Source: an optimization exercise on an open RTL-to-GDS flow (aim: a short achievable clock period and few clock cycles). Production flows keep margins and buffers that such runs may drop. Function was checked by simulation only, so behaviour that the tests miss may differ from the original. Power and IR drop assume default switching activity.

==> inputs of job 5156 <==
// mult_div_unit
module mult_div_unit #(
  parameter int DATA_W = mult_div_unit_pkg::MD_DATA_W
) (
  input  logic              clk,
  input  logic              rst,
  input  logic              flush,
  input  logic              en,
  input  logic [5:0]        funct,
  input  logic [DATA_W-1:0] operand_1,
  input  logic [DATA_W-1:0] operand_2,
  output logic              busy,
  output logic [DATA_W-1:0] hi,
  output logic [DATA_W-1:0] lo,
  output logic              done
);
  logic        busy_q;       
  logic        last_q;       
  logic        ret_q;        
  logic        wait_q;       
  logic        fix_q;        
  logic        mul_q;        
  logic        dz_q;         
  logic        negq_q;       
  logic        negr_q;       
  logic        is_long;
  logic        is_signed;
  logic        b_zero;
  assign is_long   = (funct[5:2] == 4'b0110);
  assign is_signed = ~funct[0];
  assign b_zero    = (operand_2 == 32'd0);
  logic [32:0] ma;
  logic [33:0] mb;
  logic [63:0] r0 [18];
  logic [63:0] r1 [12];
  logic [63:0] r2 [8];
  ...
==> flow/config.mk <==
export PLATFORM = sky130hd
export DESIGN_NAME = mult_div_unit
export DESIGN_NICKNAME = mult_div_unit
export VERILOG_FILES = /design/flow/design.v
export SDC_FILE = /design/flow/constraint.sdc
export NUM_CORES = 4
export LEC_CHECK = 0
export CAP_MARGIN = 40
export CORE_MARGIN = 2
export CORE_UTILIZATION = 40
export SETUP_SLACK_MARGIN = 5
export SLEW_MARGIN = 40
export SYNTH_HIERARCHICAL = 1
export SYNTH_MINIMUM_KEEP_SIZE = 0
export TNS_END_PERCENT = 100
==> flow/constraint.sdc <==
create_clock -name core_clock -period 10.0 [get_ports {clk}]
set_input_delay 2.0000 -clock core_clock [delete_from_list [all_inputs] [get_ports {clk}]]
set_output_delay 2.0000 -clock core_clock [all_outputs]
set_load 0.01 [all_outputs]
run.sh (not shown) runs the stock make flow with config.mk's settings and CLKGATE_MAP_FILE= SYNTH_SCRIPT=/design/flow/synth_recipe.tcl, a recipe that flattens the netlist after the stock synthesis.
==> job 9841 (differences from job 5156) <==
--- a/flow/design.v
+++ b/flow/design.v
@@ -148,16 +148,41 @@
       mult_div_unit_sc_nand2 u_c (.a(t1[2*k]), .b(t1[2*k+1]), .y(t2[k]));
     end
     for (k = 0; k < 2; k++) begin : g_3
       mult_div_unit_sc_nor2 u_c (.a(t2[2*k]), .b(t2[2*k+1]), .y(t3[k]));
     end
   endgenerate
   mult_div_unit_sc_nand3 u_o (.a(t3[0]), .b(t3[1]), .c(en), .y(y));
 endmodule
+module mult_div_unit_sel4 (
+  input  logic [3:0] s,
+  input  logic [3:0] d,
+  output logic       y
+);
+  logic [1:0] t;
+  mult_div_unit_sc_a22oi u_0 (.s0(s[0]), .d0(d[0]), .s1(s[1]), .d1(d[1]), .yn(t[0]));
+  mult_div_unit_sc_a22oi u_1 (.s0(s[2]), .d0(d[2]), .s1(s[3]), .d1(d[3]), .yn(t[1]));
+  mult_div_unit_sc_nand2 u_o (.a(t[0]), .b(t[1]), .y(y));
+endmodule
+module mult_div_unit_busy_cell (
+  input  logic       wait_q,
+  input  logic       busy_q,
+  input  logic [3:0] funct,    
+  output logic       busy
+);
+  assign busy = wait_q | (~busy_q & (funct == 4'b0110));
+endmodule
+module mult_div_unit_done_cell (
+  input  logic ret_q,
+  input  logic flush,
+  output logic done
+);
+  assign done = ret_q & ~flush;
+endmodule
 module mult_div_unit_ks_add #(
   parameter int W  = 32,
   parameter int CI = 0
 ) (
   input  logic [W-1:0] a,
   input  logic [W-1:0] b,
   output logic [W-1:0] s,
   output logic         co
@@ -221,33 +246,50 @@
     end
   endgenerate
 endmodule
 module mult_div_unit_div_iter (
   input  logic [35:0]      rin,
   input  logic [16*36-1:0] pmul,
   output logic [15:0]      ge,
   output logic [15:0]      sel,
-  output logic [16*32-1:0] diff
+  output logic [16*32-1:0] diff,
+  output logic [16*32-1:0] ndiff
 );
   logic [35:0] d [16];
+  logic [35:0] dm1 [16];
+  logic [31:0] rm1;
   assign ge[0]      = 1'b1;
   assign diff[31:0] = rin[31:0];
   genvar m;
   generate
     for (m = 1; m < 16; m++) begin : g_m
       mult_div_unit_ks_add #(.W(36), .CI(1)) u_sub (
         .a  (rin),
         .b  (~pmul[m*36 +: 36]),
         .s  (d[m]),
         .co (ge[m])
       );
       assign diff[m*32 +: 32] = d[m][31:0];
+      mult_div_unit_ks_add #(.W(36), .CI(0)) u_sub0 (
+        .a  (rin),
+        .b  (~pmul[m*36 +: 36]),
+        .s  (dm1[m]),
+        .co ()
+      );
+      assign ndiff[m*32 +: 32] = ~dm1[m][31:0];
     end
   endgenerate
+  mult_div_unit_ks_add #(.W(32), .CI(0)) u_dec (
+    .a  (rin[31:0]),
+    .b  (32'hFFFF_FFFF),
+    .s  (rm1),
+    .co ()
+  );
+  assign ndiff[31:0] = ~rm1;
   always_comb begin
     for (int k = 0; k < 15; k++) sel[k] = ge[k] & ~ge[k+1];
     sel[15] = ge[15];
   end
 endmodule
 module mult_div_unit #(
   parameter int DATA_W = mult_div_unit_pkg::MD_DATA_W
 ) (
@@ -262,35 +304,34 @@
   output logic [DATA_W-1:0] hi,
   output logic [DATA_W-1:0] lo,
   output logic              done
 );
   logic        busy_q;       
   logic        last_q;       
   logic        ret_q;        
   logic        wait_q;       
-  logic        fix_q;        
   logic        mul_q;        
   logic        dz_q;         
   logic        negq_q;       
   logic        negr_q;       
   logic        is_long;
   logic        is_signed;
   logic        b_zero;
   assign is_long   = (funct[5:2] == 4'b0110);
   assign is_signed = ~funct[0];
   assign b_zero    = (operand_2 == 32'd0);
   logic [32:0] ma;
   logic [33:0] mb;
   logic [63:0] r0 [18];
   logic [63:0] r1 [12];
   logic [63:0] r2 [8];
   logic [63:0] r3 [6];
+  logic [63:0] mrow_q [6];
   logic [63:0] r4 [4];
-  logic [63:0] mrow_q [4];
   logic [63:0] r5 [3];
   logic [63:0] r6 [2];
   logic [32:0] lo_sum;
   logic [31:0] hi_sum0;
   logic [31:0] hi_sum1;
   function automatic logic [127:0] csa(input logic [63:0] x, input logic [63:0] y,
                                        input logic [63:0] z);
     csa = {((x & y) | (x & z) | (y & z)) << 1, x ^ y ^ z};
@@ -318,21 +359,21 @@
     end
     for (int i = 1; i < 17; i++) r0[i] = r0[i] | (64'(negs[i-1]) << (2 * i - 2));
     r0[17] = (-SIGN_BIAS) | (64'(negs[16]) << 32);
     for (int g = 0; g < 6; g++) {r1[2*g+1], r1[2*g]} = csa(r0[3*g], r0[3*g+1], r0[3*g+2]);
     for (int g = 0; g < 4; g++) {r2[2*g+1], r2[2*g]} = csa(r1[3*g], r1[3*g+1], r1[3*g+2]);
     for (int g = 0; g < 2; g++) {r3[2*g+1], r3[2*g]} = csa(r2[3*g], r2[3*g+1], r2[3*g+2]);
     r3[4] = r2[6];
     r3[5] = r2[7];
-    for (int g = 0; g < 2; g++) {r4[2*g+1], r4[2*g]} = csa(r3[3*g], r3[3*g+1], r3[3*g+2]);
   end
   always_comb begin
-    {r5[1], r5[0]} = csa(mrow_q[0], mrow_q[1], mrow_q[2]);
-    r5[2] = mrow_q[3];
+    for (int g = 0; g < 2; g++) {r4[2*g+1], r4[2*g]} = csa(mrow_q[3*g], mrow_q[3*g+1], mrow_q[3*g+2]);
+    {r5[1], r5[0]} = csa(r4[0], r4[1], r4[2]);
+    r5[2] = r4[3];
     {r6[1], r6[0]} = csa(r5[0], r5[1], r5[2]);
   end
   mult_div_unit_ks_add #(.W(32), .CI(0)) u_lo_sum (
     .a (r6[0][31:0]), .b (r6[1][31:0]), .s (lo_sum[31:0]), .co (lo_sum[32]));
   mult_div_unit_ks_add #(.W(32), .CI(0)) u_hi_sum0 (
     .a (r6[0][63:32]), .b (r6[1][63:32]), .s (hi_sum0), .co ());
   mult_div_unit_ks_add #(.W(32), .CI(1)) u_hi_sum1 (
     .a (r6[0][63:32]), .b (r6[1][63:32]), .s (hi_sum1), .co ());
@@ -418,31 +459,30 @@
   logic [31:0]      qd_q;        
   logic [31:0]      nqd_q;       
   logic [35:0]      rin;
   logic [15:0]      cand_t [32]; 
   logic [3:0]       rin_lo;
   logic [15:0]      ge;
   logic [15:0]      sel;
   logic [16*32-1:0] diff;
+  logic [16*32-1:0] ndiff;
   logic [3:0]       dprev;
   logic [31:0]      qc;          
   logic [31:0]      nqc;         
-  logic [31:0]      rem_neg;     
   always_comb begin
     for (int m = 0; m < 16; m++) pmul_all[m*36 +: 36] = pmul_q[m];
     for (int m = 0; m < 16; m++) begin
       for (int b = 0; b < 32; b++) cand_t[b][m] = cand_q[m][b];
     end
     rin_lo = rinf_q[3:0];
     for (int c = 0; c < 8; c++) rin_lo = rin_lo | ({4{nsel_q[c]}} & abs_a_q[4*c +: 4]);
     dprev   = mult_div_unit_pkg::md_enc16(sel_q);
     qc      = {qd_q[27:0], dprev};
     nqc     = (dprev != 4'd0) ? {~qd_q[27:0], 4'(5'd16 - 5'(dprev))} : {nqd_q[27:0], 4'd0};
-    rem_neg = ~rin[35:4] + 32'd1;
   end
   genvar gb;
   generate
     for (gb = 0; gb < 32; gb++) begin : g_rin
       if (gb < 28) begin : g_f
         mult_div_unit_sel16 u_sel (.s (sel_q), .d (cand_t[gb]), .en (~rinf_q[gb+4]), .y (rin[gb+4]));
       end else begin : g_n
         mult_div_unit_sel16 u_sel (.s (sel_q), .d (cand_t[gb]), .en (1'b1), .y (rin[gb+4]));
@@ -450,145 +490,154 @@
     end
   endgenerate
   assign rin[3:0] = rin_lo;
   mult_div_unit_div_iter u_div_iter (
     .rin  (rin),
     .pmul (pmul_all),
     .ge   (ge),
     .sel  (sel),
-    .diff (diff)
+    .diff (diff),
+    .ndiff(ndiff)
   );
-  logic [31:0] hg_q [16];      
-  logic [15:0] hgsel_q;
+  logic [31:0] hg_q [4];       
+  logic [3:0]  hgsel_q;
+  logic [31:0] hrem [16];      
+  logic [31:0] hgrp [4];       
+  logic [3:0]  hgsel;
   logic [31:0] lplain_q;
   logic        lps_q;
   logic        las_q;
   logic        lbs_q;
   logic [27:0] lupa_q;         
   logic [27:0] lupb_q;         
   logic [15:0] lsel_q;
   logic        lneg_q;         
   logic        lpos_q;         
-  logic [15:0] hg_t [32];      
+  logic [3:0]  hg_t [32];      
   logic [15:0] lk_t [4];       
   logic [31:0] qb;             
   logic [31:0] nqb;            
   logic        retire;
   logic        wr_mul;
   logic        wr_div;
-  logic        wr_fix;
   logic        wr_mthi;
   logic        wr_mtlo;
   assign retire  = ret_q & ~flush;
   assign wr_mul  = retire & mul_q;
-  assign wr_div  = retire & ~mul_q & ~dz_q & ~fix_q;
-  assign wr_fix  = retire & fix_q;
+  assign wr_div  = retire & ~mul_q & ~dz_q;
   assign wr_mthi = ~busy_q & en & ~flush & (funct == mult_div_unit_pkg::FUNCT_MTHI);
   assign wr_mtlo = ~busy_q & en & ~flush & (funct == mult_div_unit_pkg::FUNCT_MTLO);
   always_comb begin
-    qb  = fix_q ? qd_q  : qc;
-    nqb = fix_q ? nqd_q : nqc;
+    qb  = qc;
+    nqb = nqc;
+    for (int m = 0; m < 16; m++) hrem[m] = negr_q ? ndiff[m*32 +: 32] : diff[m*32 +: 32];
+    for (int g = 0; g < 4; g++) hgsel[g] = (g == 3) ? ge[12] : (ge[4*g] & ~ge[4*g+4]);
   end
+  genvar gg, gj;
+  generate
+    for (gb = 0; gb < 32; gb++) begin : g_hgrp
+      for (gg = 0; gg < 4; gg++) begin : g_g
+        logic [3:0] dsel;
+        for (gj = 0; gj < 4; gj++) begin : g_j
+          assign dsel[gj] = hrem[4*gg+gj][gb];
+        end
+        mult_div_unit_sel4 u_sel (.s (sel[4*gg +: 4]), .d (dsel), .y (hgrp[gg][gb]));
+      end
+    end
+  endgenerate
   always_ff @(posedge clk) begin
-    for (int i = 0; i < 4; i++) mrow_q[i] <= r4[i];
+    for (int i = 0; i < 6; i++) mrow_q[i] <= r3[i];
     abs_a_q <= abs_a;
     for (int m = 0; m < 16; m++) begin
       if (m == 0)          pmul_q[m] <= '0;
       else if (m % 8 == 0) pmul_q[m] <= pmul_d[(m/8)*36 +: 36] << 3;
       else if (m % 4 == 0) pmul_q[m] <= pmul_d[(m/4)*36 +: 36] << 2;
       else if (m % 2 == 0) pmul_q[m] <= pmul_d[(m/2)*36 +: 36] << 1;
       else                 pmul_q[m] <= pmul_d[m*36 +: 36];
     end
     for (int m = 0; m < 16; m++) cand_q[m] <= diff[m*32 +: 32];
     if (!busy_q) begin
       negq_q <= sa ^ sb;
       negr_q <= sa;
       mul_q  <= ~funct[1];
       dz_q   <= funct[1] & b_zero;
-      fix_q  <= 1'b0;
-      last_q <= ~funct[1] | b_zero | (fsel0[0] & ~sa);
+      last_q <= ~funct[1] | b_zero | fsel0[0];
       rinf_q <= rin_first;
       nsel_q <= fsel0;
       sel_q  <= '0;
       qd_q   <= '0;
       nqd_q  <= '0;
     end else begin
-      fix_q  <= nsel_q[0] & negr_q;
-      last_q <= (nsel_q[1] & ~negr_q) | (nsel_q[0] & negr_q);
+      last_q <= nsel_q[1];
       rinf_q <= '0;
       nsel_q <= nsel_q >> 1;
       sel_q  <= sel;
       qd_q   <= qc;
       nqd_q  <= nqc;
     end
     if (rst || flush) begin
       busy_q <= 1'b0;
       ret_q  <= 1'b0;
       wait_q <= 1'b0;
     end else if (busy_q) begin
       busy_q <= ~last_q;
-      ret_q  <= ~last_q & ((nsel_q[1] & ~negr_q) | (nsel_q[0] & negr_q));
-      wait_q <= ~last_q & ~((nsel_q[1] & ~negr_q) | (nsel_q[0] & negr_q));
+      ret_q  <= ~last_q & nsel_q[1];
+      wait_q <= ~last_q & ~nsel_q[1];
     end else begin
       busy_q <= en & is_long;
-      ret_q  <= en & is_long & (~funct[1] | b_zero | (fsel0[0] & ~sa));
-      wait_q <= en & is_long & ~(~funct[1] | b_zero | (fsel0[0] & ~sa));
+      ret_q  <= en & is_long & (~funct[1] | b_zero | fsel0[0]);
+      wait_q <= en & is_long & ~(~funct[1] | b_zero | fsel0[0]);
     end
     if (rst) begin
       hg_q[0]  <= '0;
-      hgsel_q  <= 16'd1;
+      hgsel_q  <= 4'd1;
       lplain_q <= '0;
       lps_q    <= 1'b1;
       las_q    <= 1'b0;
       lbs_q    <= 1'b0;
       lsel_q   <= '0;
     end else begin
       if (wr_mul) begin
         hg_q[0]  <= hi_sum0;
         hg_q[1]  <= hi_sum1;
-        hgsel_q  <= lo_sum[32] ? 16'd2 : 16'd1;
+        hgsel_q  <= lo_sum[32] ? 4'd2 : 4'd1;
         lplain_q <= lo_sum[31:0];
         lps_q    <= 1'b1;
         las_q    <= 1'b0;
         lbs_q    <= 1'b0;
         lsel_q   <= '0;
-      end else if (wr_div || wr_fix) begin
-        if (wr_fix) begin
-          hg_q[0] <= rem_neg;
-          hgsel_q <= 16'd1;
-        end else begin
-          for (int m = 0; m < 16; m++) hg_q[m] <= diff[m*32 +: 32];
-          hgsel_q <= sel;
-        end
-        lsel_q  <= fix_q ? sel_q : sel;
-        las_q   <= fix_q ? ~sel_q[0] : ~sel[0];
-        lbs_q   <= fix_q ? sel_q[0] : sel[0];
+      end else if (wr_div) begin
+        for (int g = 0; g < 4; g++) hg_q[g] <= hgrp[g];
+        hgsel_q <= hgsel;
+        lsel_q  <= sel;
+        las_q   <= ~sel[0];
+        lbs_q   <= sel[0];
         lps_q   <= 1'b0;
         lupa_q  <= negq_q ? ~qb[27:0] : qb[27:0];
         lupb_q  <= negq_q ? nqb[27:0] : qb[27:0];
         lneg_q  <= negq_q;
         lpos_q  <= ~negq_q;
       end else if (wr_mthi) begin
         hg_q[0] <= operand_1;
-        hgsel_q <= 16'd1;
+        hgsel_q <= 4'd1;
       end else if (wr_mtlo) begin
         lplain_q <= operand_1;
         lps_q    <= 1'b1;
         las_q    <= 1'b0;
         lbs_q    <= 1'b0;
         lsel_q   <= '0;
       end
     end
   end
   always_comb begin
     logic [3:0] kp;
     logic [3:0] kn;
-    for (int m = 0; m < 16; m++) begin
-      for (int b = 0; b < 32; b++) hg_t[b][m] = hg_q[m][b];
+    for (int g = 0; g < 4; g++) begin
+      for (int b = 0; b < 32; b++) hg_t[b][g] = hg_q[g][b];
     end
     for (int m = 0; m < 16; m++) begin
       kp = 4'(m);
       kn = 4'(16 - m);
       for (int b = 0; b < 4; b++) begin
         if (kp[b] && kn[b])  lk_t[b][m] = 1'b1;
         else if (kp[b])      lk_t[b][m] = lpos_q;
         else if (kn[b])      lk_t[b][m] = lneg_q;
@@ -605,14 +654,14 @@
       logic u_n;
       mult_div_unit_sc_a22oi u_t (.s0 (lps_q), .d0 (lplain_q[gb]), .s1 (las_q), .d1 (lupa_q[gb-4]), .yn (t_n));
       mult_div_unit_sc_nand2 u_u (.a (lbs_q), .b (lupb_q[gb-4]), .y (u_n));
       mult_div_unit_sc_nand2 u_y (.a (t_n), .b (u_n), .y (lo[gb]));
     end
   endgenerate
   generate
     for (gb = 0; gb < 32; gb++) begin : g_hi
-      mult_div_unit_sel16 u_sel (.s (hgsel_q), .d (hg_t[gb]), .en (1'b1), .y (hi[gb]));
+      mult_div_unit_sel4 u_sel (.s (hgsel_q), .d (hg_t[gb]), .y (hi[gb]));
     end
   endgenerate
-  assign busy = wait_q | (~busy_q & is_long);
-  assign done = ret_q & ~flush;
+  mult_div_unit_busy_cell u_busy (.wait_q (wait_q), .busy_q (busy_q), .funct (funct[5:2]), .busy (busy));
+  mult_div_unit_done_cell u_done (.ret_q (ret_q), .flush (flush), .done (done));
 endmodule
==> flow/flow/run.sh (new file) <==
#!/bin/bash
set -euo pipefail
bash standard.sh SETUP_SLACK_MARGIN=6.5 finish > flow_standard.log 2>&1
==> flow/standard.sh (new file) <==
#!/bin/bash
# synth_recipe.tcl (not shown) runs the flow's synth.tcl, then flattens the netlist and writes it again
# the make line also repeats each setting of config.mk as NAME=value (left out here)
make -C /OpenROAD-flow-scripts/flow DESIGN_CONFIG=/design/flow/config.mk WORK_HOME=/design/flow/orfs CLKGATE_MAP_FILE= SYNTH_SCRIPT=/design/flow/synth_recipe.tcl "${@:-finish}"
==> flow/config.mk (replaced) <==
export PLATFORM = sky130hd
export DESIGN_NAME = mult_div_unit
export DESIGN_NICKNAME = mult_div_unit
export VERILOG_FILES = /design/flow/design.v
export SDC_FILE = /design/flow/constraint.sdc
export NUM_CORES = 4
export LEC_CHECK = 0
export CAP_MARGIN = 40
export CORE_MARGIN = 2
export CORE_UTILIZATION = 40
export SLEW_MARGIN = 40
export SYNTH_HIERARCHICAL = 1
export SYNTH_MINIMUM_KEEP_SIZE = 0
export TNS_END_PERCENT = 100
removed: flow/run.sh
==> notes.md <==
- In job 5156 the clock-buffer cell count is higher than in job 9841, by 31.
- In job 5156 the total power is lower than in job 9841, by 46%.
- Against job 9841, the sequential power of job 5156 is larger by about 10%.
- Clock power: job 9841 is smaller than job 5156 (about 9%).
- Of job 9841 and job 5156, job 9841 has the higher final cell count (gap about 40%, measured against job 5156).
Testbench counts of job 5156, summed over its fixed seeds: cycles 13,669.
Testbench counts of job 9841, summed over its fixed seeds: cycles 13,357.

==> re-timing with driven ports <==
How much do the figures lean on ideal ports? The routed layouts below were timed once more, with nothing changed but the port constraints.
Step 1 assumes that a clkbuf_16 drives the clock port and a buf_2 every other input.
Step 2 adds t to the input delays and takes it off the output delays; t is the mean of the earliest and latest rising clock arrival at the registers after step 1. Input paths then give back, and output paths get back, about the clock's delay inside the block.
Slacks: ideal / step 1 / step 2; pairs: ideal / step 1.
run | t, ns | setup WS [ns] | worst setup path after step 2 | cell pins on the clock port's net
job 5156 | 1.071 | 4.923 / 4.854 / 3.905 | input to register | 1
job 9841 | 1.096 | 4.852 / 4.852 / 4.225 | input to register | 1
After both steps setup and hold are still met in every run listed. For job 5156, which loses most, drivers alone change the setup slack by -0.069 ns; drivers and shift together by -1.018 ns.
